What follows belongs to an exercise in optimizing a design on an open flow for small area; a production flow would make more cautious choices.
RTL that was checked went through simulation tests only; none was proved equivalent to the original.
Function not checked in runs 3 and 4: the RTL went through the layout flow alone.
Power figures rest on the tool's default switching activity, not on a simulated workload.

--- design/flow/config.mk ---
export PLATFORM = sky130hd
export DESIGN_NAME = tlc_driver_top
export DESIGN_NICKNAME = tlc_driver_top
export VERILOG_FILES = /design/flow/design.v
export SDC_FILE = /design/flow/constraint.sdc
export NUM_CORES = 4
export LEC_CHECK = 0
export CAP_MARGIN = 0
export CORE_MARGIN = 2
export CORE_UTILIZATION = 80
export SLEW_MARGIN = 0
export SYNTH_HIERARCHICAL = 1
--- design/flow/constraint.sdc ---
create_clock -name core_clock -period 10.0 [get_ports {clk}]
set_input_delay 2.0000 -clock core_clock [delete_from_list [all_inputs] [get_ports {clk}]]
set_output_delay 2.0000 -clock core_clock [all_outputs]
set_load 0.01 [all_outputs]
--- design/flow/design.v ---
`default_nettype none
package tlc_pkg;
    localparam int LANES = 30;
    localparam int FC_BITS = 48;
    localparam int SEGMENT_LAST = 512;
    localparam int MUX_ROWS = 8;
    localparam int FCWRTEN_LEN = 15;
    localparam int READFC_LEN = 11;
    localparam int WRTFC_LEN = 5;
    localparam int WRTGS_LEN = 1;
    localparam int LATGS_LEN = 3;
    localparam int DUMP_PAUSE = 5;
    typedef logic [LANES-1:0] gs_word_t;
    typedef logic [FC_BITS-1:0] fc_config_t;
    typedef struct packed {
        logic sclk;
        logic gclk;
        logic lat;
        logic [LANES-1:0] sin;
    } driver_pins_t;
    typedef enum logic [3:0] {
        STALL = 4'd0,
        PREPARE_CONFIG = 4'd1,
        CONFIG = 4'd2,
        STREAM = 4'd3,
        LOD = 4'd4,
        PREPARE_DUMP_CONFIG = 4'd5,
        DUMP_CONFIG = 4'd6,
        WRTFC_TIMING = 4'd7,
        WAIT_FOR_NEXT_SLICE = 4'd8
    } drv_state_t;
endpackage
`default_nettype wire
`timescale 1ns/1ps
`default_nettype none
module tlc_lane_sel (
    input  logic [15:0] sel,
    input  logic [15:0] d,
    input  logic        c,
    output logic        y
);
    logic [5:0] yn;
    logic y012;
    for (genvar k = 0; k < 5; k++) begin : g_aoi
        tlc_aoi222 u_aoi (
            .a1(sel[3*k]),   .b1(d[3*k]),
            .a2(sel[3*k+1]), .b2(d[3*k+1]),
            .a3(sel[3*k+2]), .b3(d[3*k+2]),
            .y(yn[k])
        );
    end
    tlc_aoi21 u_last (.a1(sel[15]), .a2(d[15]), .b1(c), .y(yn[5]));
    tlc_and3 u_and (.a(yn[0]), .b(yn[1]), .c(yn[2]), .y(y012));
    tlc_nand4 u_nand (.a(y012), .b(yn[3]), .c(yn[4]), .d(yn[5]), .y(y));
endmodule
module tlc_aoi222 (
    input  logic a1, b1, a2, b2, a3, b3,
    output logic y
);
    assign y = !((a1 && b1) || (a2 && b2) || (a3 && b3));
endmodule
module tlc_aoi21 (
    input  logic a1, a2, b1,
    output logic y
);
    assign y = !((a1 && a2) || b1);
endmodule
module tlc_and3 (
    input  logic a, b, c,
    output logic y
);
    assign y = a && b && c;
endmodule
module tlc_nand4 (
    input  logic a, b, c, d,
    output logic y
);
    assign y = !(a && b && c && d);
endmodule
`default_nettype wire
`timescale 1ns/1ps
`default_nettype none
module tlc_driver_top (
    input  logic                  clk,
    input  logic                  nrst,
    input  logic                  clk_enable,
    input  logic                  gs_valid,
    input  tlc_pkg::gs_word_t     gs_word,
    output logic                  gs_credit,
    input  logic                  cfg_valid,
    input  tlc_pkg::fc_config_t   cfg_word,
    output logic                  cfg_credit,
    input  logic                  position_sync,
    input  logic                  driver_sout,
    output tlc_pkg::driver_pins_t pins,
    output logic                  column_ready,
    output logic                  config_match,
    output logic                  underrun
);
    localparam int LANES = tlc_pkg::LANES;
    localparam int FC_BITS = tlc_pkg::FC_BITS;
    localparam int GS_DEPTH = 16;
    localparam logic [3:0] S_STALL  = 4'b1000;
    localparam logic [3:0] S_PC     = 4'b0100;   
    localparam logic [3:0] S_CFG    = 4'b0010;   
    localparam logic [3:0] S_WRT    = 4'b0000;   
    localparam logic [3:0] S_PDC    = 4'b0101;   
    localparam logic [3:0] S_DUMP   = 4'b0011;   
    localparam logic [3:0] S_LOD    = 4'b0001;
    localparam logic [3:0] S_WAIT   = 4'b1001;
    localparam logic [3:0] S_STREAM = 4'b1010;
    localparam logic [5:0] C_PC    = 6'd49;
    localparam logic [5:0] C_DATA  = 6'd15;
    localparam logic [5:0] C_WRT   = 6'd58;
    localparam logic [5:0] C_PDC   = 6'd53;
    localparam logic [5:0] C_DUMP  = 6'd11;
    localparam logic [5:0] C_BLANK = 6'd56;   
    logic [3:0] state;
    logic [5:0] cnt;
    logic [3:0] wcnt;    
    logic [2:0] row;
    tlc_pkg::gs_word_t gs_mem [GS_DEPTH];
    logic [4:0] gs_cnt;
    logic gs_present;
    logic gs_pop;
    always_ff @(posedge clk) begin
        if (gs_valid) begin
            gs_mem[0] <= gs_word;
            for (int i = 1; i < GS_DEPTH; i++) begin
                gs_mem[i] <= gs_mem[i-1];
            end
        end
    end
    tlc_pkg::fc_config_t cfg_e0, cfg_e1;
    logic [1:0] cfg_cnt;
    logic cfg_present;
    logic cfg_pop;
    always_ff @(posedge clk) begin
        if (cfg_valid) begin
            cfg_e0 <= cfg_word;
            cfg_e1 <= cfg_e0;
        end
    end
    assign cfg_present = (cfg_cnt != '0);
    logic [FC_BITS-1:0] act;
    logic [FC_BITS-1:0] act_n;
    logic [FC_BITS-1:0] act_n_d;
    logic ld1, ld0, hold;
    assign ld1 = cfg_pop && cfg_cnt[1];
    assign ld0 = cfg_pop && !cfg_cnt[1];
    assign hold = !cfg_pop;
    assign act = ~act_n;
    for (genvar k = 0; k < FC_BITS; k++) begin : g_act
        tlc_aoi222 u_act (
            .a1(ld1),  .b1(cfg_e1[FC_BITS-1-k]),
            .a2(ld0),  .b2(cfg_e0[FC_BITS-1-k]),
            .a3(hold), .b3(act[k]),
            .y(act_n_d[k])
        );
    end
    always_ff @(posedge clk) begin
        act_n <= act_n_d;
    end
    logic is_stall, is_pc, is_cfg, is_pdc, is_dump, is_lod, is_wait, is_stream;
    assign is_stall  = state[3] && !state[1] && !state[0];
    assign is_pc     = state[2] && !state[0];
    assign is_cfg    = !state[3] && state[1] && !state[0];
    assign is_pdc    = state[2] && state[0];
    assign is_dump   = !state[3] && state[1] && state[0];
    assign is_lod    = !state[3] && !state[2] && !state[1] && state[0];
    assign is_wait   = state[3] && state[0];
    assign is_stream = state[3] && state[1];
    logic cend;
    logic data;
    logic word;
    logic last_word;
    logic load;
    assign cend = &cnt;
    assign data = cnt[5] | cnt[4];
    assign word = (wcnt >= 4'd2);
    assign last_word = (wcnt == 4'd10);
    assign load = cfg_present && state[3];
    assign cfg_pop = clk_enable && load;
    always_ff @(posedge clk or negedge nrst) begin
        if (!nrst) begin
            state <= S_STALL;
        end else if (clk_enable) begin
            if (load) begin
                state <= S_PC;
            end else begin
                case (state)
                    S_PC:     if (cend) state <= S_CFG;
                    S_CFG:    if (cend) state <= S_WRT;
                    S_WRT:    if (cend) state <= S_PDC;
                    S_PDC:    if (cend) state <= S_DUMP;
                    S_DUMP:   if (cend) state <= S_LOD;
                    S_LOD:    state <= S_WAIT;
                    S_WAIT:   if (position_sync) state <= S_STREAM;
                    S_STREAM: if (cend && last_word && row == 3'd7) state <= S_WAIT;
                    default:  state <= S_STALL;
                endcase
            end
        end
    end
    always_ff @(posedge clk) begin
        if (clk_enable) begin
            cnt <= cnt + 1'b1;
            if (load) begin
                cnt <= C_PC;
            end else begin
                case (state)
                    S_PC:  if (cend) cnt <= C_DATA;
                    S_CFG: if (cend) cnt <= C_WRT;
                    S_WRT: if (cend) cnt <= C_PDC;
                    S_PDC: if (cend) cnt <= C_DUMP;
                    S_WAIT: begin
                        cnt <= C_BLANK;
                        wcnt <= '0;
                        row <= '0;
                    end
                    S_STREAM: begin
                        if (cend) begin
                            if (last_word) begin
                                cnt <= C_BLANK;
                                wcnt <= '0;
                                row <= row + 1'b1;
                            end else begin
                                if (wcnt != '0) cnt <= C_DATA;
                                wcnt <= wcnt + 1'b1;
                            end
                        end
                    end
                    default: begin
                    end
                endcase
            end
        end
    end
    logic [63:0] sel_vec;
    logic cfg_bit;
    logic mism;
    assign sel_vec = {act, 16'b0};
    assign cfg_bit = sel_vec[cnt];
    always_ff @(posedge clk) begin
        if (clk_enable && is_dump && data) begin
            mism <= ((cnt == 6'd16) ? 1'b0 : mism) | (cfg_bit ^ driver_sout);
        end
    end
    always_ff @(posedge clk or negedge nrst) begin
        if (!nrst) begin
            config_match <= 1'b0;
        end else if (cfg_pop) begin
            config_match <= 1'b0;
        end else if (is_lod) begin
            config_match <= !mism;
        end
    end
    logic sclk_en;
    logic gclk_en;
    logic lat_req;
    logic take;
    assign take = is_stream && word && data;
    assign sclk_en = state[2] || (!state[3] && state[1] && data) || take;
    assign gclk_en = is_stream && !(wcnt == 4'd0 && cnt == C_BLANK);
    assign lat_req = state[2]
                     || (is_cfg && cnt >= 6'd59)
                     || (is_stream && word && cend)
                     || (is_stream && last_word && cnt >= 6'd61);
    assign gs_pop = clk_enable && take && gs_present;
    logic [GS_DEPTH-1:0] gs_rd;
    logic [3:0] rd_lo;
    logic [3:0] rd_hi;
    assign gs_present = (gs_cnt != '0);
    always_comb begin
        for (int k = 0; k < 4; k++) begin
            rd_lo[k] = (gs_cnt[1:0] == 2'(k + 1));   
        end
        for (int g = 0; g < 4; g++) begin
            rd_hi[g] = take && ((5'(gs_cnt - 1'b1) >> 2) == 5'(g));
        end
        for (int i = 0; i < GS_DEPTH; i++) begin
            gs_rd[i] = rd_hi[i / 4] && rd_lo[i % 4];
        end
    end
    always_ff @(posedge clk or negedge nrst) begin
        if (!nrst) begin
            gs_cnt <= '0;
        end else begin
            gs_cnt <= gs_cnt + 5'(gs_valid) - 5'(gs_pop);
        end
    end
    logic cfg_out;
    tlc_pkg::gs_word_t lanes;
    assign cfg_out = is_cfg && cfg_bit;
    for (genvar j = 0; j < LANES; j++) begin : g_lane
        logic [GS_DEPTH-1:0] col;
        for (genvar i = 0; i < GS_DEPTH; i++) begin : g_col
            assign col[i] = gs_mem[i][j];
        end
        tlc_lane_sel u_sel (.sel(gs_rd), .d(col), .c(cfg_out), .y(lanes[j]));
    end
    assign pins.sclk = sclk_en && clk_enable;
    assign pins.gclk = gclk_en && clk_enable;
    assign pins.lat = lat_req;
    assign pins.sin = lanes;
    assign column_ready = clk_enable && is_stream && last_word && cend;
    always_ff @(posedge clk or negedge nrst) begin
        if (!nrst) begin
            cfg_cnt <= '0;
            gs_credit <= 1'b0;
            cfg_credit <= 1'b0;
            underrun <= 1'b0;
        end else begin
            cfg_cnt <= cfg_cnt + 2'(cfg_valid) - 2'(cfg_pop);
            gs_credit <= gs_pop;
            cfg_credit <= cfg_pop;
            if (clk_enable && take && !gs_present) begin
                underrun <= 1'b1;
            end
        end
    end
endmodule
`default_nettype wire
--- design/flow/flow/run.sh ---
#!/bin/bash
# Standard ORFS layout with smaller port buffers and no CTS dummy loads.
set -euo pipefail
bash standard.sh \
  'BUFFER_PORTS_ARGS=-buffer_cell sky130_fd_sc_hd__buf_1' \
  'CTS_ARGS=-sink_clustering_enable -repair_clock_nets -dont_use_dummy_load -buf_list sky130_fd_sc_hd__clkbuf_8 -sink_clustering_size 18 -sink_clustering_max_diameter 45' \
  'RECOVER_POWER=100' \
  finish > standard_flow.log 2>&1
--- design/flow/standard.sh ---
#!/bin/bash
# synth_recipe.tcl (not shown) runs the flow's synth.tcl, then flattens the netlist and writes it again
# the make line also repeats each setting of config.mk as NAME=value (left out here)
make -C /OpenROAD-flow-scripts/flow DESIGN_CONFIG=/design/flow/config.mk WORK_HOME=/design/flow/orfs CLKGATE_MAP_FILE= SYNTH_SCRIPT=/design/flow/synth_recipe.tcl "${@:-finish}"
==> flow_summary.yaml, run 1 <==
outcome:
  outcome: "finished with violations"
  failed_checks: "capacitance limit, slew limit"
pwr:
  switching_share_pct: 27.3
  p_int_mw: 4.12
  power_frac_comb_pct: 16.0
  power_mw: 5.67
  p_sw_mw: 1.55
  leakagePower_nw: 8.58
  power.density_nw_per_um2: 222
  clockPowerShare_pct: 21.3
  irDropWorstVdd_mv: 0.184
  p_seq_share_pct: 62.6
global_routing:
  grt_usage_pct: 33.6
  grt_max_degree: 165
  antenna_found_initial: 0
  met3_usage_pct: 6.57
  grt-ovfl-total: 0
  grt_pass1_wl_mm: 78.3
  met1_usage_pct: 47.7
  grt.busiest_layer: "met2"
  grt_pass1_vias: 13700
  grtUsageMet2_pct: 53.6
timing:
  tns_ps: 0
  min_period_ps: 7540
  post-route-period-util_pct: 75.4
  rsz0062_at_grt: "false"
  setup_violations: 0
  tightest_slew_ps: 4040
  relSlewSlack_pct: -170
  hold-worst-slack_ps: 387
  hold_viol: 0
  slew_viol_final: 348
  fmax_mhz: 133
  worst_slack_ps: 2460
  skew_ps: 72.2
yosys:
  async_reset_ff_share_pct: 2.30
  ys_seq_area_share_pct: 79.8
  synth-xor-area-share_pct: 0.623
  synth.distinct_cells: 79
  ys.flop_type: "edfxtp_1"
  yosysWarnings: 8
  synthAdderAreaFrac_pct: 1.08
  synthMuxAreaShare_pct: 1.30
  synth.net_count: 1373
  yosys.area_share.simple_pct: 3.94
  ys_seq_elements: 653
  synth_compound_area_share_pct: 11.7
  syn_avg_cell_area_um2: 18.8
  syn_inst: 1268
  synth_edf_count: 590
  synth_top_family_by_area: "compound AO/OA/AOI/OAI gates"
  syn-cell-area_um2: 23900
cells_and_area:
  final_core_util_pct: 86.3
  antenna_cells: 0
  most-common-layout-cells: "590 x edfxtp_1, 199 x a222oi_1, 119 x buf_1"
  fillCellCount: 1227
  final_common_cell: "edfxtp_1"
  fin_cells: 1837
  finalNetCount: 1554
  syn2layout_area_growth_pct: 6.82
  fin_area_um2: 25500
  drive_gt1_share_pct: 7.46
clock_tree:
  post_cts_buffers: 0
  cts_root_buffer: "clkbuf_8"
  cts_hold_buf: 0
  ctsLongestPathBuffers: 3
  post_cts_resize_count: 0
  cts_sinks: 653
  clk_pin_slew_ps: 110
  cts_htree_levels: 2
  cts_tree: "yes"
  worstSkewPairLatency_ps: 620
  cts_buffers: 49
place:
  pre_cts_ws_ps: 4440
  dp_hpwl_mm: 32.4
  dp.cells: 1788
  place_congestion: 0.851
  portBuffers: 122
  placed_area_um2: 25000
drt:
  wire_per_inst_um: 28.5
  vias: 14000
  detail-route-antenna-nets: 0
  first_pass_iters: 9
  drc: 0
  drtIter0Drc: 3073
  routed_wl_mm: 52.4
  avgViaCountPerCell: 7.63
min_path:
  min_from: "gs_mem[12][11]"
  hold_end: "gs_mem[13][11]"
  hold_depth: 0
  hold_path.class: "register to register"
critical_path:
  cp_cell_sequence: "clkbuf_1 > clkbuf_1"
  rrSetupSlack_ps: 4520
  critPathKind: "input pin to register"
  worst-r2r-cell-count: 7
  crit_top_cell: "clkbuf_1"
  end_kind: "register"
  crit_path_max_incr_delay_ps: 2980
  startpoint_type: "input pin"
  cp_max_fo: 78
  critPathTopFamily: "buffers and inverters"
  r2r-start: "state[3]"
  critPathArrivalTime_ps: 7610
  r2r_end: "act_n[33]"
  slowest_stage: "clkbuf_1"
  critPathRequiredTime_ps: 10070
  cp.buffers_inverters: 2
die:
  die_h_um: 177
  die_w_um: 177
  rows: 63
  coreArea_um2: 29600
  pin_count: 123
  dieArea_um2: 31300
  start_util_pct: 80.8
flow_run:
  max_cap_violations: 6
==> synthesized netlist by cell type (3+ instances only) <==
| library cell | instances | area (µm²) |
|---|---|---|
| mux4_1 | 3 | 78.8 |
| a21oi_1 | 11 | 55.1 |
| buf_6 | 5 | 56.3 |
| nand2_1 | 22 | 82.6 |
| a21oi_2 | 30 | 263 |
| o21ai_0 | 6 | 30.0 |
| nor3_1 | 6 | 30.0 |
| o221ai_1 | 4 | 35.0 |
| dfrtp_1 | 14 | 350 |
| o22ai_1 | 4 | 25.0 |
| edfxtp_1 | 590 | 17700 |
| nor2_1 | 38 | 143 |
| inv_2 | 3 | 11.3 |
| dfxtp_1 | 48 | 961 |
| mux4_2 | 6 | 135 |
| xnor2_1 | 13 | 114 |
| a31oi_1 | 3 | 18.8 |
| inv_1 | 66 | 248 |
| nor2b_1 | 4 | 25.0 |
| o32ai_1 | 3 | 26.3 |
| nand3_1 | 11 | 55.1 |
| a222oi_1 | 199 | 1990 |
| buf_2 | 5 | 25.0 |
| ha_1 | 19 | 238 |
| nand4_1 | 32 | 200 |
| a221oi_1 | 3 | 26.3 |
| and3_1 | 36 | 225 |
| a21boi_0 | 3 | 22.5 |
| o31ai_1 | 3 | 22.5 |
| clkbuf_1 | 7 | 26.3 |
| xor2_1 | 4 | 35.0 |
| and2_1 | 3 | 18.8 |
| mux2i_1 | 7 | 70.1 |
==> modules after synthesis, one instance, submodules excluded, a selection <==
module	cells inside	cell area, µm²
tlc_nand4	1	6.26
tlc_aoi222	1	10.0
tlc_driver_top	980	21300
tlc_and3	1	6.26
tlc_aoi21	1	8.76
==> power by group through the flow <==
stage / combinational, mW / clock [mW] / sequential, mW
2_1_floorplan: 0.705 / 0 / 3.45
3_3_place_gp: 0.857 / 0 / 3.56
3_5_place_dp: 0.900 / 0 / 3.59
4_1_cts: 0.909 / 1.21 / 3.54
5_1_grt: 0.987 / 1.29 / 3.58
6_report: 0.909 / 1.21 / 3.55
==> cell families after synthesis <==
| group | count (synthesis) |
|---|---|
| AO/OA/AOI/OAI | 300 |
| XOR/XNOR | 17 |
| multiplexers | 18 |
| buffers and inverters | 88 |
| AND/OR/NAND/NOR | 172 |
| adder cells (fa/ha/maj) | 20 |
| flip-flops | 653 |
==> sequential cells by signal, summed over array words and instances, names as in the netlist, 2 cells and up <==
name     cells
gs_mem     480
state        4
act_n       48
cfg_e1      48
cnt          6
row          3
cfg_e0      48
cfg_cnt      2
wcnt         4
gs_cnt       5
==> how the worst max path moves through the flow <==
stage / startpoint / cells past startpoint / end
2_1_floorplan: cnt[0] / 7 / pins[0]
5_1_grt: gs_valid / 2 / gs_mem[14][13]
3_5_place_dp: state[1] / 10 / pins[11]
4_1_cts: state[1] / 10 / pins[9]
6_report: gs_valid / 2 / gs_mem[14][13]
3_3_place_gp: state[1] / 10 / pins[0]
==> layout make-up <==
class	instances	area, µm²	share of cell area (%)
Clock buffer	49	674	2.64
Multi-Input combinational cell	527	4390	17.2
Sequential cell	653	19100	74.7
Inverter	69	259	1.01
Tap cell	390	488	1.91
Timing Repair Buffer	149	651	2.55
==> layer usage <==
metal | vias up | share of wire (%) | wire, µm
met4 | 0 | 3.1 | 1650
met2 | 1167 | 49 | 25600
li1 | 5851 | - | -
met5 | - | 0 | 0
met3 | 154 | 12 | 6450
met1 | 6841 | 36 | 18700
==> run 2: changes to the inputs <==
==> design/flow/flow/run.sh (replaced) <==
#!/bin/bash
# Standard ORFS layout with smaller port buffers and no CTS dummy loads.
set -euo pipefail
bash standard.sh \
  'BUFFER_PORTS_ARGS=-buffer_cell sky130_fd_sc_hd__buf_1' \
  'CTS_ARGS=-sink_clustering_enable -repair_clock_nets -dont_use_dummy_load -buf_list sky130_fd_sc_hd__clkbuf_8 -sink_clustering_size 18 -sink_clustering_max_diameter 45' \
  finish > standard_flow.log 2>&1
==> design/flow/config.mk (replaced) <==
export PLATFORM = sky130hd
export DESIGN_NAME = tlc_driver_top
export DESIGN_NICKNAME = tlc_driver_top
export VERILOG_FILES = /design/flow/design.v
export SDC_FILE = /design/flow/constraint.sdc
export NUM_CORES = 4
export LEC_CHECK = 0
export CAP_MARGIN = 20
export CORE_MARGIN = 2
export CORE_UTILIZATION = 75
export SLEW_MARGIN = 20
export SYNTH_HIERARCHICAL = 1
==> flow_summary.yaml, run 2 <==
global_routing:
  grt_max_degree: 170
  antenna_found_initial: 2
  grt_pass1_vias: 13500
  grt_usage_pct: 30.5
  grt-ovfl-total: 0
  grt_pass1_wl_mm: 76.8
timing:
  setup_violations: 0
  relSlewSlack_pct: 37.1
  tns_ps: 0
  hold_viol: 0
  min_period_ps: 6360
  slew_viol_final: 0
  fmax_mhz: 157
  rsz0062_at_grt: "false"
  tightest_slew_ps: 942
  skew_ps: 73.7
  worst_slack_ps: 3640
  post-route-period-util_pct: 63.6
place:
  place_congestion: 0.891
  dp.cells: 1801
  pre_cts_ws_ps: 4320
  dp_hpwl_mm: 29.0
  portBuffers: 122
yosys:
  yosysMostFrequentCell: "edfxtp_1"
  syn_inst: 1268
  yosysWarnings: 8
  synth_top_area_share_pct: 74.2
  ys.flop_type: "edfxtp_1"
  synth_area_leaders: "edfxtp_1 74%, a222oi_1 8.3%, dfxtp_1 4.0%"
  syn-cell-area_um2: 23900
  synth_edf_count: 590
  async_reset_ff_share_pct: 2.30
  synth_commonest_cells: "590 x edfxtp_1, 199 x a222oi_1, 66 x inv_1"
  yosys.area.top_type: "edfxtp_1"
  synth.distinct_cells: 79
  synth.net_count: 1373
  ys_seq_elements: 653
  ys_seq_area_share_pct: 79.8
  syn_avg_cell_area_um2: 18.8
pwr:
  power.density_nw_per_um2: 220
  irDropWorstVdd_mv: 0.181
  leakagePower_nw: 8.66
drt:
  wire_per_inst_um: 27.1
  drtIter0Drc: 2691
  avgViaCountPerCell: 7.37
  routed_wl_mm: 50.2
  detail-route-antenna-nets: 0
  drc: 0
  vias: 13700
  first_pass_iters: 9
critical_path:
  r2r-start: "wcnt[0]"
  worst-r2r-cell-count: 13
  cp_max_fo: 28
  crit_cells: 10
  critPathTopFamily: "simple AND/OR/NAND/NOR gates"
  critPathRequiredTime_ps: 8000
  slowest_stage: "dfstp_2"
  r2r_end: "gs_cnt[4]"
  crit_start: "state[3]"
  startpoint_type: "register"
  cp_cell_sequence: "nand2_1 > nor3_1 > o21a_1 > nand3_1 > nor2_2 > buf_4 > a222oi_1 > and3_1 > nand4_1 > buf_1"
  cp.buffers_inverters: 2
  crit_path_max_incr_delay_ps: 840
  end_kind: "primary output"
  rrSetupSlack_ps: 6610
  critPathArrivalTime_ps: 4360
  critPathKind: "register to primary output"
clock_tree:
  ctsLongestPathBuffers: 3
  cts_root_buffer: "clkbuf_8"
  cts_hold_buf: 0
  worstSkewPairLatency_ps: 630
  post_cts_buffers: 0
  clk_pin_slew_ps: 100
  cts_tree: "yes"
  cts_sinks: 653
  cts_buffers: 51
  cts_htree_levels: 2
  post_cts_resize_count: 0
die:
  pin_count: 123
  dieArea_um2: 33300
  start_util_pct: 75.9
  coreArea_um2: 31500
  die_h_um: 182
  die_w_um: 182
  rows: 65
min_path:
  hold_end: "gs_mem[10][10]"
  hold_path.class: "register to register"
  hold_depth: 0
  min_from: "gs_mem[9][10]"
cells_and_area:
  regMostFlops: "gs_mem"
  syn2layout_area_growth_pct: 7.75
  drive_gt1_share_pct: 10.3
  final_common_cell: "edfxtp_1"
  final_core_util_pct: 81.8
  largest_reg_flops: 480
  finalNetCount: 1557
  most-common-layout-cells: "590 x edfxtp_1, 199 x a222oi_1, 120 x buf_1"
  fin_cells: 1853
flow_run:
  max_cap_violations: 0
outcome:
  outcome: "finished clean"
==> run 2: cell counts after synthesis <==
No cell type changed its count.
==> run 2: logic make-up (layout without fill, tap and decap cells) <==
group	count (synthesis)	in the layout	share of synthesized area [%]
and+or+nand+nor	172	172	3.94
other	0	1	0
AOI/OAI and AO/OA	300	300	11.7
xor gates and xnor gates	17	17	0.623
DFF	653	653	79.8
muxes	18	18	1.30
adders and majority gates	20	20	1.08
buffers and inverters	88	270	1.58
==> run 2: per-module statistics from Yosys (local to each module, per instance), a selection <==
module          cells  copies in the design  cell area, µm²  flip-flops and latches
tlc_nand4           1                    30            6.26                       0
tlc_driver_top    980                     1           21300                     653
tlc_aoi21           1                    30            8.76                       0
tlc_and3            1                    30            6.26                       0
tlc_aoi222          1                   198            10.0                       0
==> run 2: layer usage <==
layer	global-route usage, %	part of all wire (%)	vias to the layer above
met5	0	0.032	-
met4	8.68	2.1	2
met3	6.47	12	94
met2	46.6	47	938
met1	45.9	39	6778
li1	-	-	5853
==> run 2: where the power goes <==
part           internal, mW  switching, mW  leakage [nW]
registers              3.29          0.219          6.36
logic                 0.390          0.541          1.94
clock network         0.456          0.771         0.367
total                  4.14           1.53          8.66
==> run 2: stage by stage <==
step / instance area, µm² / power (mW) / hold slack [ps]
2_1_floorplan: 23900 / 4.16 / 425
3_3_place_gp: 25000 / 4.43 / 427
3_5_place_dp: 25000 / 4.48 / 432
4_1_cts: 25700 / 5.68 / 401
5_1_grt: 25700 / 5.90 / 423
6_report: 25700 / 5.67 / 402
==> run 2: worst max-delay path by stage <==
stage / endpoint / slack, ps
2_1_floorplan: pins[0] / 3420
3_3_place_gp: pins[2] / 4470
3_5_place_dp: pins[11] / 4320
4_1_cts: pins[11] / 3680
5_1_grt: pins[11] / 3380
6_report: pins[11] / 3640
==> run 2: area by class of cell <==
cell class                      count  area, µm²
Inverter                           69        259
Multi-Input combinational cell    527       4510
Timing Repair Buffer              150        704
Sequential cell                   653      19100
Tap cell                          402        503
Antenna cell                        1       2.50
Clock buffer                       51        702
Fill cell                        1586       5730
==> run 3: changes to the inputs <==
--- a/design/flow/design.v
+++ b/design/flow/design.v
@@ -39,8 +39,7 @@
     input  logic        c,
     output logic        y
 );
-    logic [5:0] yn;
-    logic y012;
+    logic [4:0] yn;
     for (genvar k = 0; k < 5; k++) begin : g_aoi
         tlc_aoi222 u_aoi (
             .a1(sel[3*k]),   .b1(d[3*k]),
@@ -49,9 +48,7 @@
             .y(yn[k])
         );
     end
-    tlc_aoi21 u_last (.a1(sel[15]), .a2(d[15]), .b1(c), .y(yn[5]));
-    tlc_and3 u_and (.a(yn[0]), .b(yn[1]), .c(yn[2]), .y(y012));
-    tlc_nand4 u_nand (.a(y012), .b(yn[3]), .c(yn[4]), .d(yn[5]), .y(y));
+    tlc_lane_tail u_tail (.yn(yn[4:0]), .s(sel[15]), .d(d[15]), .c(c), .y(y));
 endmodule
 module tlc_aoi222 (
     input  logic a1, b1, a2, b2, a3, b3,
@@ -59,6 +56,15 @@
 );
     assign y = !((a1 && b1) || (a2 && b2) || (a3 && b3));
 endmodule
+module tlc_lane_tail (
+    input  logic [4:0] yn,
+    input  logic       s,
+    input  logic       d,
+    input  logic       c,
+    output logic       y
+);
+    assign y = !(&yn) || (s && d) || c;
+endmodule
 module tlc_aoi21 (
     input  logic a1, a2, b1,
     output logic y
--- a/design/flow/flow/run.sh
+++ b/design/flow/flow/run.sh
@@ -4,4 +4,5 @@
 bash standard.sh \
   'BUFFER_PORTS_ARGS=-buffer_cell sky130_fd_sc_hd__buf_1' \
   'CTS_ARGS=-sink_clustering_enable -repair_clock_nets -dont_use_dummy_load -buf_list sky130_fd_sc_hd__clkbuf_8 -sink_clustering_size 18 -sink_clustering_max_diameter 45' \
+  'RECOVER_POWER=100' \
   finish > standard_flow.log 2>&1
==> flow_summary.yaml, run 3 <==
outcome:
  outcome: "finished with violations"
  failed_checks: "capacitance limit, slew limit"
yosys:
  synth-xor-area-share_pct: 0.624
  synth.distinct_cells: 79
  synth_top_area_share_pct: 74.3
  synth.net_count: 1373
  synth_commonest_cells: "590 x edfxtp_1, 199 x a222oi_1, 66 x inv_1"
  syn-cell-area_um2: 23900
  syn_inst: 1268
  ys_seq_area_share_pct: 79.9
  yosysMostFrequentCell: "edfxtp_1"
  async_reset_ff_share_pct: 2.30
  syn_avg_cell_area_um2: 18.8
  yosysWarnings: 8
  synth_edf_count: 590
  synthMuxAreaShare_pct: 1.30
  synthAdderAreaFrac_pct: 1.08
  ys_seq_elements: 653
  synth_top_family_by_area: "compound AO/OA/AOI/OAI gates"
  yosys.area.top_type: "edfxtp_1"
  yosys.area_share.simple_pct: 4.89
  synth_area_leaders: "edfxtp_1 74%, a222oi_1 8.4%, dfxtp_1 4.0%"
  ys.flop_type: "edfxtp_1"
  synth_compound_area_share_pct: 10.6
timing:
  slew_viol_final: 301
  hold_viol: 0
  tightest_slew_ps: 3670
  tns_ps: 0
  skew_ps: 40.9
  post-route-period-util_pct: 77.1
  min_period_ps: 7710
  hold-worst-slack_ps: 419
  relSlewSlack_pct: -145
  rsz0062_at_grt: "false"
  setup_violations: 0
  fmax_mhz: 130
pwr:
  irDropWorstVdd_mv: 0.194
  power.density_nw_per_um2: 220
  p_sw_mw: 1.50
  clockPowerShare_pct: 21.4
  p_int_mw: 4.13
  leakagePower_nw: 8.58
  p_seq_share_pct: 62.4
  power_mw: 5.63
  switching_share_pct: 26.7
  power_frac_comb_pct: 16.2
critical_path:
  r2r-start: "state[3]"
  slowest_stage: "clkbuf_1"
  crit_path_max_incr_delay_ps: 1370
  critPathRequiredTime_ps: 8000
  critPathTopFamily: "buffers and inverters"
  startpoint_type: "register"
  crit_start: "cnt[0]"
  cp_cell_sequence: "clkbuf_1 > mux4_1 > a22o_1 > nor4_1 > a211oi_1 > nor3_2 > clkbuf_1 > and4b_1 > nand4_1 > buf_1"
  critPathArrivalTime_ps: 5710
  cp.buffers_inverters: 3
  cp_max_fo: 30
  end_kind: "primary output"
  crit_top_cell: "clkbuf_1"
  critPathKind: "register to primary output"
drt:
  wire_per_inst_um: 27.0
  drc: 0
  vias: 13600
  routed_wl_mm: 50.1
  detail-route-antenna-nets: 0
  avgViaCountPerCell: 7.33
  first_pass_iters: 9
  drtIter0Drc: 2529
global_routing:
  grt-ovfl-total: 0
  grt_pass1_wl_mm: 75.9
  grt_max_degree: 153
  grt_pass1_vias: 13500
  grt_usage_pct: 30.3
  antenna_found_initial: 0
cells_and_area:
  fin_area_um2: 25600
  most-common-layout-cells: "590 x edfxtp_1, 199 x a222oi_1, 119 x buf_1"
  largest_reg_flops: 480
  fin_cells: 1852
  drive_gt1_share_pct: 7.32
  final_common_cell: "edfxtp_1"
  finalNetCount: 1556
  fillCellCount: 1556
  regMostFlops: "gs_mem"
  syn2layout_area_growth_pct: 7.39
die:
  die_h_um: 182
  start_util_pct: 75.8
  rows: 65
  pin_count: 123
  die_w_um: 182
  dieArea_um2: 33200
  coreArea_um2: 31500
clock_tree:
  cts_buffers: 50
  ctsLongestPathBuffers: 3
  cts_htree_levels: 2
  cts_hold_buf: 0
  post_cts_buffers: 0
  cts_tree: "yes"
  cts_sinks: 653
  worstSkewPairLatency_ps: 610
  clk_pin_slew_ps: 100
  post_cts_resize_count: 0
  cts_root_buffer: "clkbuf_8"
place:
  dp_hpwl_mm: 29.4
  dp.cells: 1801
  portBuffers: 122
  place_congestion: 0.886
  placed_area_um2: 25000
flow_run:
  max_cap_violations: 7
min_path:
  hold_path.class: "register to register"
  min_from: "cfg_e0[28]"
[run 3: cell count changes in the layout (fill, tap and decap cells not counted), moves of 2 or more]
cell / change
clkbuf_1: +9
nor2_4: -2
and2_1: -3
and4b_1: +30
o21ai_0: +2
nand2_1: +30
nor2_2: +2
clkbuf_4: -2
buf_4: -5
a21oi_2: -30
and2_0: +3
o21ai_1: -2
and3_1: -30
[run 3: per-layer routing]
| metal | GRT usage (%) | share of wire (%) |
|---|---|---|
| met1 | 44.9 | 38 |
| met2 | 46.7 | 47 |
| met3 | 5.55 | 12 |
| met4 | 11.1 | 2.9 |
| met5 | 0 | 0 |
[run 3: final timing paths]
| kind | to | slack [ps] | cells past startpoint |
|---|---|---|---|
| max reg2reg | act_n[30] | 4580 | 7 |
| max | pins[11] | 2290 | 10 |
| min in group asynchronous | cfg_cnt[1] | 1520 | 1 |
| min reg2reg | cfg_e1[28] | 420 | 0 |
| min | cfg_e1[28] | 420 | 0 |
| max in group asynchronous | gs_credit | 7890 | 1 |
[run 3: layout make-up]
| cell class | count | area [µm²] | share of cell area (%) |
|---|---|---|---|
| clock buffers | 50 | 688 | 2.69 |
| inverters | 69 | 259 | 1.01 |
| repair buffers | 150 | 662 | 2.58 |
| multi-input cells | 527 | 4450 | 17.4 |
| diodes | 1 | 2.50 | 0.00977 |
| flip-flops and latches | 653 | 19100 | 74.4 |
| well taps | 402 | 503 | 1.96 |
[run 3: through the flow]
stage	setup WS, ps	util, %
floorplan	4960	-
global placement	4570	79.3
detailed placement	4440	79.3
CTS	3780	81.5
global route	2050	81.4
finish	2290	81.4
[run 3: cell families (layout without fill, tap and decap cells)]
| family | count (synthesis) | in the layout |
|---|---|---|
| adders and majority gates | 20 | 20 |
| AOI/OAI and AO/OA | 270 | 270 |
| xor gates and xnor gates | 17 | 17 |
| other | 0 | 1 |
| muxes | 18 | 18 |
| and+or+nand+nor | 202 | 202 |
| buffers and inverters | 88 | 269 |
| DFF | 653 | 653 |
[run 3: power by group through the flow]
stage          logic (mW)  registers (mW)  clock network [mW]
2_1_floorplan       0.703            3.45                   0
3_3_place_gp        0.884            3.55                   0
3_5_place_dp        0.907            3.57                   0
4_1_cts             0.914            3.51                1.23
5_1_grt              1.00            3.55                1.31
6_report            0.910            3.52                1.21
[run 3: modules after synthesis (local to each module, per instance), excerpt]
module | flip-flops and latches | cells | copies in the design
tlc_lane_tail | 0 | 3 | 30
tlc_aoi222 | 0 | 1 | 198
tlc_driver_top | 653 | 980 | 1
==> run 4: changes to the inputs <==
==> design/flow/flow/run.sh (replaced) <==
#!/bin/bash
# Standard ORFS layout with smaller port buffers and no CTS dummy loads.
set -euo pipefail
bash standard.sh \
  'BUFFER_PORTS_ARGS=-buffer_cell sky130_fd_sc_hd__buf_1' \
  'CTS_ARGS=-sink_clustering_enable -repair_clock_nets -dont_use_dummy_load -buf_list sky130_fd_sc_hd__clkbuf_8 -sink_clustering_size 20 -sink_clustering_max_diameter 50' \
  finish > standard_flow.log 2>&1
==> flow_summary.yaml, run 4 <==
pwr:
  power.density_nw_per_um2: 219
  p_seq_share_pct: 62.8
  switching_share_pct: 26.8
  power_frac_comb_pct: 16.5
  irDropWorstVdd_mv: 0.161
  p_int_mw: 4.10
  power_mw: 5.60
  leakagePower_nw: 8.59
  p_sw_mw: 1.50
  clockPowerShare_pct: 20.7
yosys:
  ys_seq_area_share_pct: 79.9
  ys_seq_elements: 653
  synthMuxAreaShare_pct: 1.30
  synth_compound_area_share_pct: 10.6
  synth_top_area_share_pct: 74.3
  synth_edf_count: 590
  ys.flop_type: "edfxtp_1"
  synthAdderAreaFrac_pct: 1.08
  synth_area_leaders: "edfxtp_1 74%, a222oi_1 8.4%, dfxtp_1 4.0%"
  synth_commonest_cells: "590 x edfxtp_1, 199 x a222oi_1, 66 x inv_1"
  yosys.area.top_type: "edfxtp_1"
  syn-cell-area_um2: 23900
  syn_inst: 1268
  yosys.area_share.simple_pct: 4.89
  synth.distinct_cells: 79
  yosysMostFrequentCell: "edfxtp_1"
  synth_top_family_by_area: "compound AO/OA/AOI/OAI gates"
  async_reset_ff_share_pct: 2.30
  synth-xor-area-share_pct: 0.624
  synth.net_count: 1373
  yosysWarnings: 8
  syn_avg_cell_area_um2: 18.8
cells_and_area:
  regMostFlops: "gs_mem"
  finalNetCount: 1552
  syn2layout_area_growth_pct: 7.38
  final_core_util_pct: 81.4
  final_common_cell: "edfxtp_1"
  drive_gt1_share_pct: 7.96
  largest_reg_flops: 480
  most-common-layout-cells: "590 x edfxtp_1, 199 x a222oi_1, 120 x buf_1"
drt:
  detail-route-antenna-nets: 0
  drc: 0
  wire_per_inst_um: 27.1
  avgViaCountPerCell: 7.37
  routed_wl_mm: 50.0
  vias: 13600
  first_pass_iters: 10
  drtIter0Drc: 2460
critical_path:
  r2r_end: "gs_cnt[4]"
  cp_max_fo: 28
  startpoint_type: "register"
  critPathKind: "register to primary output"
  slowest_stage: "dfstp_2"
  cp_cell_sequence: "nand2_1 > nor3_1 > o21a_1 > nand3_1 > nor2_2 > buf_4 > a222oi_1 > nand4_1 > buf_1"
  end_kind: "primary output"
  r2r-start: "wcnt[0]"
  critPathArrivalTime_ps: 4240
  rrSetupSlack_ps: 6660
  worst-r2r-cell-count: 13
  crit_path_max_incr_delay_ps: 860
  critPathRequiredTime_ps: 8000
place:
  place_congestion: 0.886
  dp_hpwl_mm: 29.4
  portBuffers: 122
min_path:
  hold_end: "cfg_e1[45]"
  hold_depth: 0
  hold_path.class: "register to register"
  min_from: "cfg_e0[45]"
clock_tree:
  cts_buffers: 46
  worstSkewPairLatency_ps: 600
  cts_tree: "yes"
  cts_hold_buf: 0
  cts_root_buffer: "clkbuf_8"
  post_cts_resize_count: 0
  cts_htree_levels: 2
  ctsLongestPathBuffers: 3
  clk_pin_slew_ps: 90
  post_cts_buffers: 0
  cts_sinks: 653
timing:
  setup_violations: 0
  fmax_mhz: 160
  skew_ps: 49.7
  relSlewSlack_pct: 29.0
  tns_ps: 0
  post-route-period-util_pct: 62.4
  min_period_ps: 6240
  hold_viol: 0
  hold-worst-slack_ps: 424
  slew_viol_final: 0
  rsz0062_at_grt: "false"
  tightest_slew_ps: 1070
die:
  pin_count: 123
  dieArea_um2: 33200
  die_w_um: 182
  start_util_pct: 75.8
  die_h_um: 182
  rows: 65
  coreArea_um2: 31500
global_routing:
  grt-ovfl-total: 0
  grt_pass1_wl_mm: 75.4
  grt_usage_pct: 29.9
  grt_max_degree: 153
  antenna_found_initial: 1
  grt_pass1_vias: 13400
flow_run:
  max_cap_violations: 0
outcome:
  outcome: "finished clean"
run 4: cell families after synthesis:
kind of cell	count (synthesis)
AND/OR/NAND/NOR	202
XOR/XNOR	17
adder cells (fa/ha/maj)	20
multiplexers	18
buffers and inverters	88
flip-flops	653
AO/OA/AOI/OAI	270
run 4: worst max-delay path: cells and delay by family (launching register included):
| family | cells | cell delay (ps) |
|---|---|---|
| AOI/OAI and AO/OA | 2 | 430 |
| buffers and inverters | 2 | 620 |
| DFF | 1 | 860 |
| and+or+nand+nor | 5 | 1750 |
run 4: metrics by stage:
step / cell area (µm²) / instances / worst slack [ps]
finish: 25600 / 1848 / 3760
floorplan: 23900 / 1268 / 4960
detailed placement: 25000 / 1801 / 4440
global placement: 25000 / 1801 / 4570
global route: 25600 / 1847 / 3580
CTS: 25600 / 1847 / 3840
run 4: how the worst max path moves through the flow:
stage | startpoint | to | slack [ps] | cells past startpoint
floorplan | cnt[0] | pins[0] | 4960 | 7
global route | state[3] | pins[14] | 3580 | 10
finish | state[3] | pins[4] | 3760 | 9
CTS | state[3] | pins[1] | 3840 | 10
global placement | state[3] | pins[29] | 4570 | 10
detailed placement | state[3] | pins[1] | 4440 | 10
run 4: area by class of cell:
type                    count  area, µm²
diodes                      1       2.50
inverters                  69        259
fillers                  1552       5860
well taps                 402        503
clock buffers              46        633
multi-input cells         527       4470
flip-flops and latches    653      19100
repair buffers            150        692
run 4: metal layers:
metal | vias up | global-route usage (%) | wire length [µm]
li1 | 5840 | - | -
met2 | 995 | 46.4 | 23400
met5 | - | 0 | 0
met4 | 0 | 10.5 | 1280
met3 | 103 | 4.69 | 6180
met1 | 6681 | 44.8 | 19200
run 4: modules after synthesis (local to each module, per instance), a selection:
module / flops+latches / copies in the design / cell area (µm²)
tlc_driver_top: 653 / 1 / 21300
tlc_lane_tail: 0 / 30 / 20.0
tlc_aoi222: 0 / 198 / 10.0
run 4: power by group through the flow:
| stage | clock (mW) | combinational, mW | sequential, mW |
|---|---|---|---|
| 3_3_place_gp | 0 | 0.884 | 3.55 |
| 4_1_cts | 1.18 | 0.912 | 3.51 |
| 3_5_place_dp | 0 | 0.907 | 3.57 |
| 5_1_grt | 1.26 | 1.01 | 3.55 |
| 6_report | 1.16 | 0.922 | 3.52 |
| 2_1_floorplan | 0 | 0.703 | 3.45 |
==> run 5: changes to the inputs <==
--- a/design/flow/design.v
+++ b/design/flow/design.v
@@ -121,12 +121,13 @@
     localparam logic [5:0] C_PDC   = 6'd53;
     localparam logic [5:0] C_DUMP  = 6'd11;
     localparam logic [5:0] C_BLANK = 6'd56;   
+    localparam logic [3:0] W_FIRST = 4'd5;    
     logic [3:0] state;
     logic [5:0] cnt;
     logic [3:0] wcnt;    
     logic [2:0] row;
     tlc_pkg::gs_word_t gs_mem [GS_DEPTH];
-    logic [4:0] gs_cnt;
+    logic [4:0] gs_last;   
     logic gs_present;
     logic gs_pop;
     always_ff @(posedge clk) begin
@@ -183,8 +184,10 @@
     logic load;
     assign cend = &cnt;
     assign data = cnt[5] | cnt[4];
-    assign word = (wcnt >= 4'd2);
-    assign last_word = (wcnt == 4'd10);
+    logic first_blank;
+    assign first_blank = !wcnt[3] && !wcnt[1];
+    assign word = wcnt[3] || (wcnt[1] && wcnt[0]);
+    assign last_word = &wcnt;
     assign load = cfg_present && state[3];
     assign cfg_pop = clk_enable && load;
     always_ff @(posedge clk or negedge nrst) begin
@@ -221,17 +224,17 @@
                     S_PDC: if (cend) cnt <= C_DUMP;
                     S_WAIT: begin
                         cnt <= C_BLANK;
-                        wcnt <= '0;
+                        wcnt <= W_FIRST;
                         row <= '0;
                     end
                     S_STREAM: begin
                         if (cend) begin
                             if (last_word) begin
                                 cnt <= C_BLANK;
-                                wcnt <= '0;
+                                wcnt <= W_FIRST;
                                 row <= row + 1'b1;
                             end else begin
-                                if (wcnt != '0) cnt <= C_DATA;
+                                if (!first_blank) cnt <= C_DATA;
                                 wcnt <= wcnt + 1'b1;
                             end
                         end
@@ -248,8 +251,10 @@
     assign sel_vec = {act, 16'b0};
     assign cfg_bit = sel_vec[cnt];
     always_ff @(posedge clk) begin
-        if (clk_enable && is_dump && data) begin
-            mism <= ((cnt == 6'd16) ? 1'b0 : mism) | (cfg_bit ^ driver_sout);
+        if (clk_enable && is_pdc) begin
+            mism <= 1'b0;
+        end else if (clk_enable && is_dump && data) begin
+            mism <= mism | (cfg_bit ^ driver_sout);
         end
     end
     always_ff @(posedge clk or negedge nrst) begin
@@ -267,32 +272,24 @@
     logic take;
     assign take = is_stream && word && data;
     assign sclk_en = state[2] || (!state[3] && state[1] && data) || take;
-    assign gclk_en = is_stream && !(wcnt == 4'd0 && cnt == C_BLANK);
+    assign gclk_en = is_stream && !(first_blank && cnt == C_BLANK);
     assign lat_req = state[2]
                      || (is_cfg && cnt >= 6'd59)
                      || (is_stream && word && cend)
                      || (is_stream && last_word && cnt >= 6'd61);
     assign gs_pop = clk_enable && take && gs_present;
     logic [GS_DEPTH-1:0] gs_rd;
-    logic [3:0] rd_lo;
-    logic [3:0] rd_hi;
-    assign gs_present = (gs_cnt != '0);
+    assign gs_present = !gs_last[4];
     always_comb begin
-        for (int k = 0; k < 4; k++) begin
-            rd_lo[k] = (gs_cnt[1:0] == 2'(k + 1));   
-        end
-        for (int g = 0; g < 4; g++) begin
-            rd_hi[g] = take && ((5'(gs_cnt - 1'b1) >> 2) == 5'(g));
-        end
         for (int i = 0; i < GS_DEPTH; i++) begin
-            gs_rd[i] = rd_hi[i / 4] && rd_lo[i % 4];
+            gs_rd[i] = take && (gs_last == 5'(i));
         end
     end
     always_ff @(posedge clk or negedge nrst) begin
         if (!nrst) begin
-            gs_cnt <= '0;
+            gs_last <= '1;
         end else begin
-            gs_cnt <= gs_cnt + 5'(gs_valid) - 5'(gs_pop);
+            gs_last <= gs_last + 5'(gs_valid) - 5'(gs_pop);
         end
     end
     logic cfg_out;
==> design/flow/flow/run.sh (replaced) <==
#!/bin/bash
# Standard ORFS layout with smaller port buffers and no CTS dummy loads.
set -euo pipefail
bash standard.sh \
  'BUFFER_PORTS_ARGS=-buffer_cell sky130_fd_sc_hd__buf_1' \
  'CTS_ARGS=-sink_clustering_enable -repair_clock_nets -dont_use_dummy_load -buf_list sky130_fd_sc_hd__clkbuf_8 -sink_clustering_size 18 -sink_clustering_max_diameter 45' \
  finish > standard_flow.log 2>&1
==> flow_summary.yaml, run 5 <==
critical_path:
  r2r_end: "cnt[5]"
  r2r-start: "cnt[1]"
  crit_start: "state[1]"
  critPathTopFamily: "simple AND/OR/NAND/NOR gates"
  worst-r2r-cell-count: 7
  rrSetupSlack_ps: 6950
  crit_path_max_incr_delay_ps: 940
  slowest_stage: "nor2_2"
  critPathRequiredTime_ps: 8000
  startpoint_type: "register"
  cp_cell_sequence: "o211ai_1 > nor3_1 > nand2_1 > nor2_2 > buf_4 > a222oi_1 > and4b_1 > nand4_1 > buf_1"
  cp.buffers_inverters: 2
  critPathKind: "register to primary output"
  end_kind: "primary output"
  critPathArrivalTime_ps: 4170
  cp_max_fo: 21
die:
  rows: 64
  start_util_pct: 76.6
  coreArea_um2: 30700
  dieArea_um2: 32900
  pin_count: 123
  die_w_um: 181
  die_h_um: 181
yosys:
  synth.distinct_cells: 57
  synth_top_area_share_pct: 75.1
  syn_avg_cell_area_um2: 18.8
  synth_area_leaders: "edfxtp_1 75%, a222oi_1 8.4%, dfxtp_1 4.2%"
  syn-cell-area_um2: 23600
  yosysWarnings: 8
  ys_seq_area_share_pct: 80.8
  async_reset_ff_share_pct: 2.30
  synth_commonest_cells: "589 x edfxtp_1, 198 x a222oi_1, 62 x inv_1, 62 x nand2_1, 49 x dfxtp_1"
  yosys.area.top_type: "edfxtp_1"
  syn_inst: 1254
  synth.net_count: 1357
  yosysMostFrequentCell: "edfxtp_1"
  synth_edf_count: 589
  ys.flop_type: "edfxtp_1"
  ys_seq_elements: 653
drt:
  wire_per_inst_um: 26.6
  drc: 0
  vias: 13400
  drtIter0Drc: 2561
  routed_wl_mm: 48.7
  detail-route-antenna-nets: 0
  first_pass_iters: 10
  avgViaCountPerCell: 7.31
timing:
  tightest_slew_ps: 1160
  tns_ps: 0
  hold_viol: 0
  setup_violations: 0
  fmax_mhz: 162
  relSlewSlack_pct: 22.6
  skew_ps: 88.1
  post-route-period-util_pct: 61.7
  rsz0062_at_grt: "false"
  slew_viol_final: 0
  min_period_ps: 6170
clock_tree:
  post_cts_resize_count: 0
  ctsLongestPathBuffers: 3
  cts_root_buffer: "clkbuf_8"
  cts_htree_levels: 2
  cts_hold_buf: 0
  worstSkewPairLatency_ps: 620
  cts_buffers: 48
  post_cts_buffers: 0
  clk_pin_slew_ps: 110
  cts_sinks: 653
  cts_tree: "yes"
outcome:
  outcome: "finished clean"
global_routing:
  grt_max_degree: 221
  grt_pass1_wl_mm: 73.6
  grt_usage_pct: 29.3
  antenna_found_initial: 1
  grt-ovfl-total: 0
  grt_pass1_vias: 13100
pwr:
  p_sw_mw: 1.43
  power.density_nw_per_um2: 216
  p_int_mw: 4.08
  power_mw: 5.51
  switching_share_pct: 26.0
  clockPowerShare_pct: 21.5
  irDropWorstVdd_mv: 0.171
  leakagePower_nw: 8.56
  p_seq_share_pct: 63.8
  power_frac_comb_pct: 14.7
place:
  dp_hpwl_mm: 29.0
  place_congestion: 0.841
  portBuffers: 122
flow_run:
  max_cap_violations: 0
cells_and_area:
  syn2layout_area_growth_pct: 7.93
  largest_reg_flops: 480
  drive_gt1_share_pct: 8.36
  final_common_cell: "edfxtp_1"
  most-common-layout-cells: "589 x edfxtp_1, 198 x a222oi_1, 120 x buf_1"
  regMostFlops: "gs_mem"
  finalNetCount: 1541
min_path:
  min_from: "gs_mem[5][23]"
  hold_end: "gs_mem[6][23]"
  hold_path.class: "register to register"
  hold_depth: 0
==> run 5: cell types whose count changed in the layout (fill, tap and decap cells not counted), sizes merged, moves of 5 or more <==
cell / delta
o21ai: +9
dfrtp: -5
mux2i: +6
xnor2: -5
nand2: +10
dfstp: +5
inv: -7
==> run 5: per-stage QoR <==
stage | instance area [µm²] | std cells | setup WS (ps) | util [%] | hold slack, ps
after floorplan | 23600 | 1254 | 4400 | - | 425
after global placement | 24700 | 1782 | 4590 | 80.4 | 427
after detailed placement | 24700 | 1782 | 4460 | 80.4 | 431
after CTS | 25400 | 1830 | 3900 | 82.6 | 405
after global routing | 25400 | 1832 | 3570 | 82.7 | 425
final | 25400 | 1833 | 3830 | 82.7 | 414
==> run 5: how the worst max path moves through the flow <==
stage	end	slack, ps	cells after the start
after floorplan	pins[0]	4400	8
after global placement	pins[18]	4590	9
after detailed placement	pins[1]	4460	9
after CTS	pins[18]	3900	9
after global routing	pins[18]	3570	9
final	pins[18]	3830	9
==> run 5: cell type report <==
type / count / area (µm²)
Clock buffer: 48 / 661
Sequential cell: 653 / 19100
Multi-Input combinational cell: 521 / 4260
Timing Repair Buffer: 152 / 736
Inverter: 62 / 233
Tap cell: 396 / 495
Fill cell: 1501 / 5310
Antenna cell: 1 / 2.50
==> run 5: logic make-up after synthesis <==
family          synth area share [%]
xor+xnor                       0.483
mux                             1.17
compound gates                  10.4
fa+ha+maj                      0.988
simple gates                    4.81
flops                           80.8
buf+inv                         1.34
==> run 5: per-module statistics from Yosys (local to each module, per instance), a selection <==
module,flops+latches,times used
tlc_aoi222,0,198
tlc_lane_tail,0,30
tlc_driver_top,653,1
==> run 5: power groups by stage <==
stage,logic (mW),clock network (mW),registers (mW)
5_1_grt,0.890,1.28,3.55
2_1_floorplan,0.595,0,3.46
3_3_place_gp,0.777,0,3.55
3_5_place_dp,0.806,0,3.57
4_1_cts,0.809,1.20,3.51
6_report,0.811,1.18,3.51
==> run 5: per-layer routing <==
metal	vias up	GRT usage, %	share of wire (%)
met2	956	47.0	48
met1	6551	42.1	37
li1	5767	-	-
met4	0	9.76	2.8
met3	122	5.26	12
met5	-	0	0
==> run 5: worst reg2reg max path, stage by stage, from the launching register on <==
cell,delay (ps)
edfxtp_1,980
ha_1,390
nand3_1,190
or2_2,390
nor2_1,230
a31oi_1,120
o32ai_1,310
o21ai_0,150
==> run 6: changes to the inputs <==
--- a/design/flow/design.v
+++ b/design/flow/design.v
@@ -36,7 +36,7 @@
 module tlc_lane_sel (
     input  logic [15:0] sel,
     input  logic [15:0] d,
-    input  logic        c,
+    input  logic        cn,
     output logic        y
 );
     logic [4:0] yn;
@@ -48,7 +48,7 @@
             .y(yn[k])
         );
     end
-    tlc_lane_tail u_tail (.yn(yn[4:0]), .s(sel[15]), .d(d[15]), .c(c), .y(y));
+    tlc_lane_tail u_tail (.yn(yn[4:0]), .s(sel[15]), .d(d[15]), .cn(cn), .y(y));
 endmodule
 module tlc_aoi222 (
     input  logic a1, b1, a2, b2, a3, b3,
@@ -60,10 +60,10 @@
     input  logic [4:0] yn,
     input  logic       s,
     input  logic       d,
-    input  logic       c,
+    input  logic       cn,
     output logic       y
 );
-    assign y = !(&yn) || (s && d) || c;
+    assign y = !((&yn) && !(s && d) && cn);
 endmodule
 module tlc_aoi21 (
     input  logic a1, a2, b1,
@@ -292,15 +292,15 @@
             gs_last <= gs_last + 5'(gs_valid) - 5'(gs_pop);
         end
     end
-    logic cfg_out;
+    logic cfg_out_n;
     tlc_pkg::gs_word_t lanes;
-    assign cfg_out = is_cfg && cfg_bit;
+    assign cfg_out_n = !(is_cfg && cfg_bit);
     for (genvar j = 0; j < LANES; j++) begin : g_lane
         logic [GS_DEPTH-1:0] col;
         for (genvar i = 0; i < GS_DEPTH; i++) begin : g_col
             assign col[i] = gs_mem[i][j];
         end
-        tlc_lane_sel u_sel (.sel(gs_rd), .d(col), .c(cfg_out), .y(lanes[j]));
+        tlc_lane_sel u_sel (.sel(gs_rd), .d(col), .cn(cfg_out_n), .y(lanes[j]));
     end
     assign pins.sclk = sclk_en && clk_enable;
     assign pins.gclk = gclk_en && clk_enable;
==> flow_summary.yaml, run 6 <==
cells_and_area:
  regMostFlops: "gs_mem"
  final_common_cell: "edfxtp_1"
  largest_reg_flops: 480
  most-common-layout-cells: "589 x edfxtp_1, 198 x a222oi_1, 120 x buf_1"
  finalNetCount: 1538
  drive_gt1_share_pct: 8.09
  fin_cells: 1830
  fin_area_um2: 25400
  syn2layout_area_growth_pct: 8.12
timing:
  setup_violations: 0
  hold-worst-slack_ps: 398
  hold_viol: 0
  tns_ps: 0
  tightest_slew_ps: 985
  post-route-period-util_pct: 62.2
  slew_viol_final: 0
  relSlewSlack_pct: 34.3
  skew_ps: 55.4
  min_period_ps: 6220
  fmax_mhz: 161
  rsz0062_at_grt: "false"
yosys:
  synth_commonest_cells: "589 x edfxtp_1, 198 x a222oi_1, 61 x inv_1"
  synth_top_area_share_pct: 75.2
  syn_inst: 1250
  yosys.area.top_type: "edfxtp_1"
  synth.net_count: 1353
  syn_avg_cell_area_um2: 18.8
  yosysWarnings: 8
  synth.distinct_cells: 57
  ys_seq_elements: 653
  yosysMostFrequentCell: "edfxtp_1"
  syn-cell-area_um2: 23500
  async_reset_ff_share_pct: 2.30
  synth_area_leaders: "edfxtp_1 75%, a222oi_1 8.4%, dfxtp_1 4.2%"
  synth_edf_count: 589
  ys.flop_type: "edfxtp_1"
  ys_seq_area_share_pct: 81.0
clock_tree:
  cts_hold_buf: 0
  cts_buffers: 50
  cts_tree: "yes"
  clk_pin_slew_ps: 110
  post_cts_resize_count: 0
  cts_sinks: 653
  post_cts_buffers: 0
  ctsLongestPathBuffers: 3
  cts_root_buffer: "clkbuf_8"
  worstSkewPairLatency_ps: 620
  cts_htree_levels: 2
die:
  pin_count: 123
  die_h_um: 181
  dieArea_um2: 32800
  rows: 64
  die_w_um: 181
  start_util_pct: 76.5
  coreArea_um2: 30700
critical_path:
  end_kind: "primary output"
  critPathKind: "register to primary output"
  crit_path_max_incr_delay_ps: 950
  slowest_stage: "edfxtp_1"
  r2r-start: "cnt[1]"
  cp_cell_sequence: "mux2_2 > o31ai_1 > a311oi_1 > a31oi_1 > nand3_2 > and4_1 > nand4_1 > buf_1"
  cp.buffers_inverters: 1
  cp_max_fo: 30
  crit_start: "cnt[2]"
  critPathArrivalTime_ps: 4220
  critPathRequiredTime_ps: 8000
  startpoint_type: "register"
  critPathTopFamily: "simple AND/OR/NAND/NOR gates"
drt:
  vias: 13400
  first_pass_iters: 9
  detail-route-antenna-nets: 0
  dr_wl_met2_mm: 23.0
  met1_length_mm: 18.2
  drc: 0
  wire_per_inst_um: 26.3
  drtIter0Drc: 2674
  routed_wl_mm: 48.2
  wl_met3_mm: 5.63
  highest_layer: "met4"
  avgViaCountPerCell: 7.31
global_routing:
  grt-ovfl-total: 0
  grt_max_degree: 95
  antenna_found_initial: 2
  grt_usage_pct: 29.3
  grt_pass1_wl_mm: 72.7
  grt_pass1_vias: 13100
place:
  dp_hpwl_mm: 28.8
  placed_area_um2: 24700
  place_congestion: 0.845
  dp.cells: 1776
  portBuffers: 122
outcome:
  outcome: "finished clean"
pwr:
  power_mw: 5.51
  power.density_nw_per_um2: 217
  leakagePower_nw: 8.56
  irDropWorstVdd_mv: 0.176
flow_run:
  max_cap_violations: 0
min_path:
  min_from: "cfg_e0[1]"
  hold_path.class: "register to register"
==> run 6: per-module statistics from Yosys (local to each module, per instance), a selection <==
module	area (µm²)	flops+latches	times used
tlc_lane_tail	18.8	0	30
tlc_driver_top	21000	653	1
tlc_aoi222	10.0	0	198
==> run 6: metal layers <==
layer | track usage, % | vias up
met3 | 5.74 | 114
met1 | 42.5 | 6567
met2 | 45.5 | 940
li1 | - | 5760
met4 | 11.2 | 0
met5 | 0 | -
==> run 6: path summary, 6_finish.rpt <==
check	slack, ps	endpoint	cells after the start
worst max-delay path	3780	pins[16]	8
worst min-delay path	400	act_n[46]	1
worst max register to register	6920	row[2]	6
worst min register to register	400	act_n[46]	1
max in group asynchronous	7960	underrun	1
min in group asynchronous	1480	gs_credit	1
==> run 6: area by class of cell <==
type / count / area, µm²
inverters: 62 / 233
diodes: 1 / 2.50
multi-input cells: 517 / 4210
clock buffers: 50 / 688
fillers: 1497 / 5330
flip-flops and latches: 653 / 19100
well taps: 396 / 495
repair buffers: 151 / 743
==> run 6: stage by stage <==
stage,util [%],setup slack [ps]
after detailed placement,80.2,4430
after global placement,80.1,4520
after CTS,82.4,3760
final,82.7,3780
after global routing,82.7,3520
after floorplan,-,4330
==> run 6: worst register-to-register path: stages, from the launching register on <==
cell,delay (ps)
edfxtp_1,950
ha_1,350
and3_1,250
nand3_1,320
o21ai_0,260
and3_1,300
nor2b_1,300
==> run 6: power breakdown <==
| group | total [mW] | internal [mW] | switching (mW) | leakage (nW) |
|---|---|---|---|---|
| logic | 0.761 | 0.337 | 0.424 | 1.85 |
| clock network | 1.20 | 0.448 | 0.753 | 0.360 |
| registers | 3.55 | 3.30 | 0.248 | 6.35 |
| total | 5.51 | 4.09 | 1.42 | 8.56 |
==> run 6: kinds of logic after synthesis <==
| group | count (synthesis) | synth area share [%] |
|---|---|---|
| flip-flops | 653 | 81.0 |
| XOR/XNOR | 13 | 0.484 |
| multiplexers | 21 | 1.18 |
| adder cells (fa/ha/maj) | 18 | 0.990 |
| buffers and inverters | 80 | 1.37 |
| AO/OA/AOI/OAI | 263 | 10.3 |
| AND/OR/NAND/NOR | 202 | 4.66 |

==> separate check: timing with driven ports <==
The flow's constraints put no driver on any port. The routed layouts listed below were extracted and timed again, unchanged, in two steps.
Step 1 sets driving cells, clkbuf_16 on the clock port and buf_2 on the other inputs (assumed; they add their load-dependent delay and slew).
Step 2 times the ports against the registers' clock, not the clock port: input delays grow and output delays shrink by t, the midpoint of the rising clock arrivals with the driver on.
Three values: no drivers, after step 1, after step 2; two values: the first two.
run | shift t [ns] | setup WS [ns] | hold slack, ns | latest minus earliest clock arrival (ns) | slew at the worst register clock pin (ns)
run 1 | 0.636 | 2.455 / 2.450 / 1.814 | 0.387 / 0.387 / 0.387 | 0.074 / 0.074 | 0.11 / 0.11
run 2 | 0.649 | 3.636 / 3.588 / 4.237 | 0.402 / 0.402 / 0.402 | 0.082 / 0.082 | 0.11 / 0.11
run 3 | 0.645 | 2.293 / 2.241 / 2.886 | 0.419 / 0.419 / 0.419 | 0.076 / 0.076 | 0.11 / 0.11
run 4 | 0.615 | 3.762 / 3.713 / 4.328 | 0.424 / 0.424 / 0.424 | 0.060 / 0.060 | 0.12 / 0.12
run 5 | 0.623 | 3.827 / 3.777 / 4.401 | 0.414 / 0.414 / 0.414 | 0.091 / 0.091 | 0.11 / 0.11
run 6 | 0.639 | 3.781 / 3.731 / 4.371 | 0.398 / 0.398 / 0.398 | 0.070 / 0.069 | 0.11 / 0.11
The setup slack of run 1, which loses most, moves by -0.005 ns with the drivers and by -0.641 ns with both steps.
